Background: an optimization exercise with open tools, aiming at small area, a short achievable clock period and few clock cycles. Do not read the settings as production practice.
Power and IR drop assume default switching activity.

JK:
==> flow/design.v <==
package accum_pkg;
    localparam int LO_W = 17;    
endpackage
module accum_ks_add
#(
    parameter int W = 17
) (
    input  logic [W-1:0] a,
    input  logic [W-1:0] b,
    output logic [W-1:0] s,
    output logic         co
);
    localparam int LV = $clog2(W);
    logic [W-1:0] gg [LV+1];
    logic [W-1:0] pp [LV+1];
    assign gg[0] = a & b;
    assign pp[0] = a ^ b;
    for (genvar l = 1; l <= LV; l++) begin : g_lvl
        localparam int D = 1 << (l - 1);
        for (genvar i = 0; i < W; i++) begin : g_bit
            if (i >= D) begin : g_op
                assign gg[l][i] = gg[l-1][i] | (pp[l-1][i] & gg[l-1][i-D]);
                assign pp[l][i] = pp[l-1][i] & pp[l-1][i-D];
            end else begin : g_pass
                assign gg[l][i] = gg[l-1][i];
                assign pp[l][i] = pp[l-1][i];
            end
        end
    end
    assign s  = pp[0] ^ {gg[LV][W-2:0], 1'b0};
    assign co = gg[LV][W-1];
endmodule
module accum_lane
#(
    parameter int IN_W  = 17,
    parameter int ACC_W = 24
) (
    input  logic             clk,
    input  logic             clr_i,    
    input  logic             en_i,     
    input  logic [IN_W-1:0]  in_i,
    output logic [ACC_W-1:0] acc_o,
    output logic             ovf_o
);
    localparam int HI_W = ACC_W - IN_W;
    logic [IN_W-1:0] lo_q, lo_s, lo_n;
    logic [HI_W-1:0] hi_q, hi_p, hi_n;
    logic            c_s, hi_full, top, ovf_q;
    accum_ks_add #(.W(IN_W)) u_add (.a(lo_q), .b(in_i), .s(lo_s), .co(c_s));
    assign hi_p    = hi_q + HI_W'(1);
    assign hi_full = &hi_q;
    assign top     = c_s & hi_full;     
    assign lo_n    = en_i ? (lo_s | {IN_W{top}}) : lo_q;
    assign hi_n    = en_i ? ((c_s ? hi_p : hi_q) | {HI_W{top}}) : hi_q;
    always_ff @(posedge clk) begin
        lo_q  <= lo_n & {IN_W{~clr_i}};
        hi_q  <= hi_n & {HI_W{~clr_i}};
        ovf_q <= (ovf_q | (en_i & top)) & ~clr_i;
    end
    assign acc_o = {hi_q, lo_q};
    assign ovf_o = ovf_q;
endmodule
module accum_bank_ctl
#(
    parameter int NUM_CH   = 32,
    parameter int IN_W     = 17,
    parameter int ACC_W    = 24,
    parameter int CNT_W    = 8
) (
    input  logic                    clk,
    input  logic                    reset_n,
    input  logic                    start,
    input  logic [CNT_W-1:0]        len,
    input  logic                    in_valid,
    output logic                    in_ready,
    input  logic [NUM_CH*IN_W-1:0]  accum_i,
    output logic                    out_valid,
    input  logic                    out_ready,
    output logic [NUM_CH*ACC_W-1:0] result,
    output logic [NUM_CH-1:0]       ovf,
    output logic                    busy
);
    logic             busy_q, rdy_q, vld_q;
    logic [CNT_W-1:0] cnt_q;
    logic             go, beat, last;
    assign go   = start & (~busy_q | (vld_q & out_ready));
    assign beat = in_valid & rdy_q;
    assign last = beat & (cnt_q == CNT_W'(1));
    always_ff @(posedge clk or negedge reset_n) begin
        if (!reset_n) begin
            busy_q   <= 1'b0;
            rdy_q    <= 1'b0;
            vld_q    <= 1'b0;
            cnt_q    <= '0;
        end else begin
            if (go) begin
                busy_q <= 1'b1;
                rdy_q  <= |len;
                vld_q  <= ~|len;
                cnt_q  <= len;
            end else begin
                if (beat) cnt_q <= cnt_q - CNT_W'(1);
                if (last) rdy_q <= 1'b0;
                if (last) vld_q <= 1'b1;
                if (vld_q & out_ready) begin
                    vld_q  <= 1'b0;
                    busy_q <= 1'b0;
                end
            end
        end
    end
    for (genvar i = 0; i < NUM_CH; i++) begin : g_lane
        accum_lane #(.IN_W(IN_W), .ACC_W(ACC_W)) u_lane (
            .clk    (clk),
            .clr_i  (go),
            .en_i   (beat),
            .in_i   (accum_i[i*IN_W +: IN_W]),
            .acc_o  (result[i*ACC_W +: ACC_W]),
            .ovf_o  (ovf[i])
        );
    end
    assign in_ready  = rdy_q;
    assign out_valid = vld_q;
    assign busy      = busy_q;
endmodule
Settings: LEC_CHECK=0, CAP_MARGIN=20, CORE_AREA=4 4 466 466, DIE_AREA=0 0 470 470, SETUP_SLACK_MARGIN=2.3, SLEW_MARGIN=20; clock period 4.8 ns.
run.sh (not shown) runs the stock make flow with config.mk's settings and CLKGATE_MAP_FILE= SYNTH_SCRIPT=/design/flow/synth_recipe.tcl, a recipe that flattens the netlist after the stock synthesis.
Setup changes, JK to MS
-- flow/design.v --
<<< JK, line 45
    localparam int HI_W = ACC_W - IN_W;
    logic [IN_W-1:0] lo_q, lo_s, lo_n;
    logic [HI_W-1:0] hi_q, hi_p, hi_n;
    logic            c_s, hi_full, top, ovf_q;
    accum_ks_add #(.W(IN_W)) u_add (.a(lo_q), .b(in_i), .s(lo_s), .co(c_s));
    assign hi_p    = hi_q + HI_W'(1);
    assign hi_full = &hi_q;
    assign top     = c_s & hi_full;     
    assign lo_n    = en_i ? (lo_s | {IN_W{top}}) : lo_q;
    assign hi_n    = en_i ? ((c_s ? hi_p : hi_q) | {HI_W{top}}) : hi_q;
    always_ff @(posedge clk) begin
        lo_q  <= lo_n & {IN_W{~clr_i}};
        hi_q  <= hi_n & {HI_W{~clr_i}};
        ovf_q <= (ovf_q | (en_i & top)) & ~clr_i;
    end
    assign acc_o = {hi_q, lo_q};
>>> MS, line 45
    localparam int HI_W = ACC_W - IN_W;
    logic [IN_W-1:0] lo_q, lo_s, lo_n;
    logic [HI_W-1:0] hi_q, hi_s;
    logic            c_q, c_s, hc, ovf_q, sat;
    accum_ks_add #(.W(IN_W)) u_add (.a(lo_q), .b(in_i), .s(lo_s), .co(c_s));
    assign {hc, hi_s} = {1'b0, hi_q} + {{HI_W{1'b0}}, c_q};
    assign sat        = ovf_q | hc;
    assign lo_n       = en_i ? lo_s : lo_q;
    always_ff @(posedge clk) begin
        lo_q  <= (lo_n | {IN_W{sat}}) & {IN_W{~clr_i}};
        hi_q  <= (hi_s | {HI_W{sat}}) & {HI_W{~clr_i}};
        c_q   <= en_i & c_s & ~clr_i;
        ovf_q <= sat & ~clr_i;
    end
    assign acc_o = {hi_q, lo_q};
<<< JK, line 81
    output logic                    busy
);
    logic             busy_q, rdy_q, vld_q;
    logic [CNT_W-1:0] cnt_q;
    logic             go, beat, last;
>>> MS, line 80
    output logic                    busy
);
    logic             busy_q, rdy_q, vld_q, settle_q;
    logic [CNT_W-1:0] cnt_q;
    logic             go, beat, last;
<<< JK, line 92
            rdy_q    <= 1'b0;
            vld_q    <= 1'b0;
            cnt_q    <= '0;
        end else begin
            if (go) begin
                busy_q <= 1'b1;
>>> MS, line 91
            rdy_q    <= 1'b0;
            vld_q    <= 1'b0;
            settle_q <= 1'b0;
            cnt_q    <= '0;
        end else begin
            settle_q <= ~go & last;
            if (go) begin
                busy_q <= 1'b1;
<<< JK, line 102
                if (beat) cnt_q <= cnt_q - CNT_W'(1);
                if (last) rdy_q <= 1'b0;
                if (last) vld_q <= 1'b1;
                if (vld_q & out_ready) begin
                    vld_q  <= 1'b0;
>>> MS, line 103
                if (beat) cnt_q <= cnt_q - CNT_W'(1);
                if (last) rdy_q <= 1'b0;
                if (settle_q) vld_q <= 1'b1;
                if (vld_q & out_ready) begin
                    vld_q  <= 1'b0;
Results
Changes observed in MS relative to JK: number of sinks handled by clock tree synthesis now larger, xor/xnor share of the synthesized area now larger, cell depth of the worst setup path now smaller, number of distinct library cells after synthesis now smaller.
Diff JK -> MS | clock power | increase of 4.1%
The slowest library cell on the worst path comes out sky130_fd_sc_hd__clkdlybuf4s50_1 in one run and sky130_fd_sc_hd__o31a_1 in the other, namely in MS and JK respectively.
No functional check of the RTL was part of any run of this note.

## re-timing with driven ports
The flow's constraints put no driver on any port. The routed layouts listed below were extracted and timed again, unchanged, in two steps. Step 1 (the two cells are an assumption about what drives the block):
set clk [get_ports {clk}]
set_driving_cell -lib_cell sky130_fd_sc_hd__clkbuf_16 $clk
set_driving_cell -lib_cell sky130_fd_sc_hd__buf_2 [delete_from_list [all_inputs] $clk]
Step 2 moves the port delays by t, midway between the first and last clock arrival at a register: inputs arrive t later, outputs are due t later. That takes back most of the time a late clock gives input paths. Slacks: no drivers / after step 1 / after step 2; pairs: no drivers / after step 1.
run	t, ns	slack for setup (ns)	worst slew at a driven data input, ns
JK	0.829	1.949 / 1.956 / 1.127	0.31
MS	0.830	2.024 / 2.066 / 1.236	0.27
After both steps every run listed still meets setup and hold. For JK, which loses most, drivers alone change the setup slack by +0.007 ns; drivers and shift together by -0.822 ns.
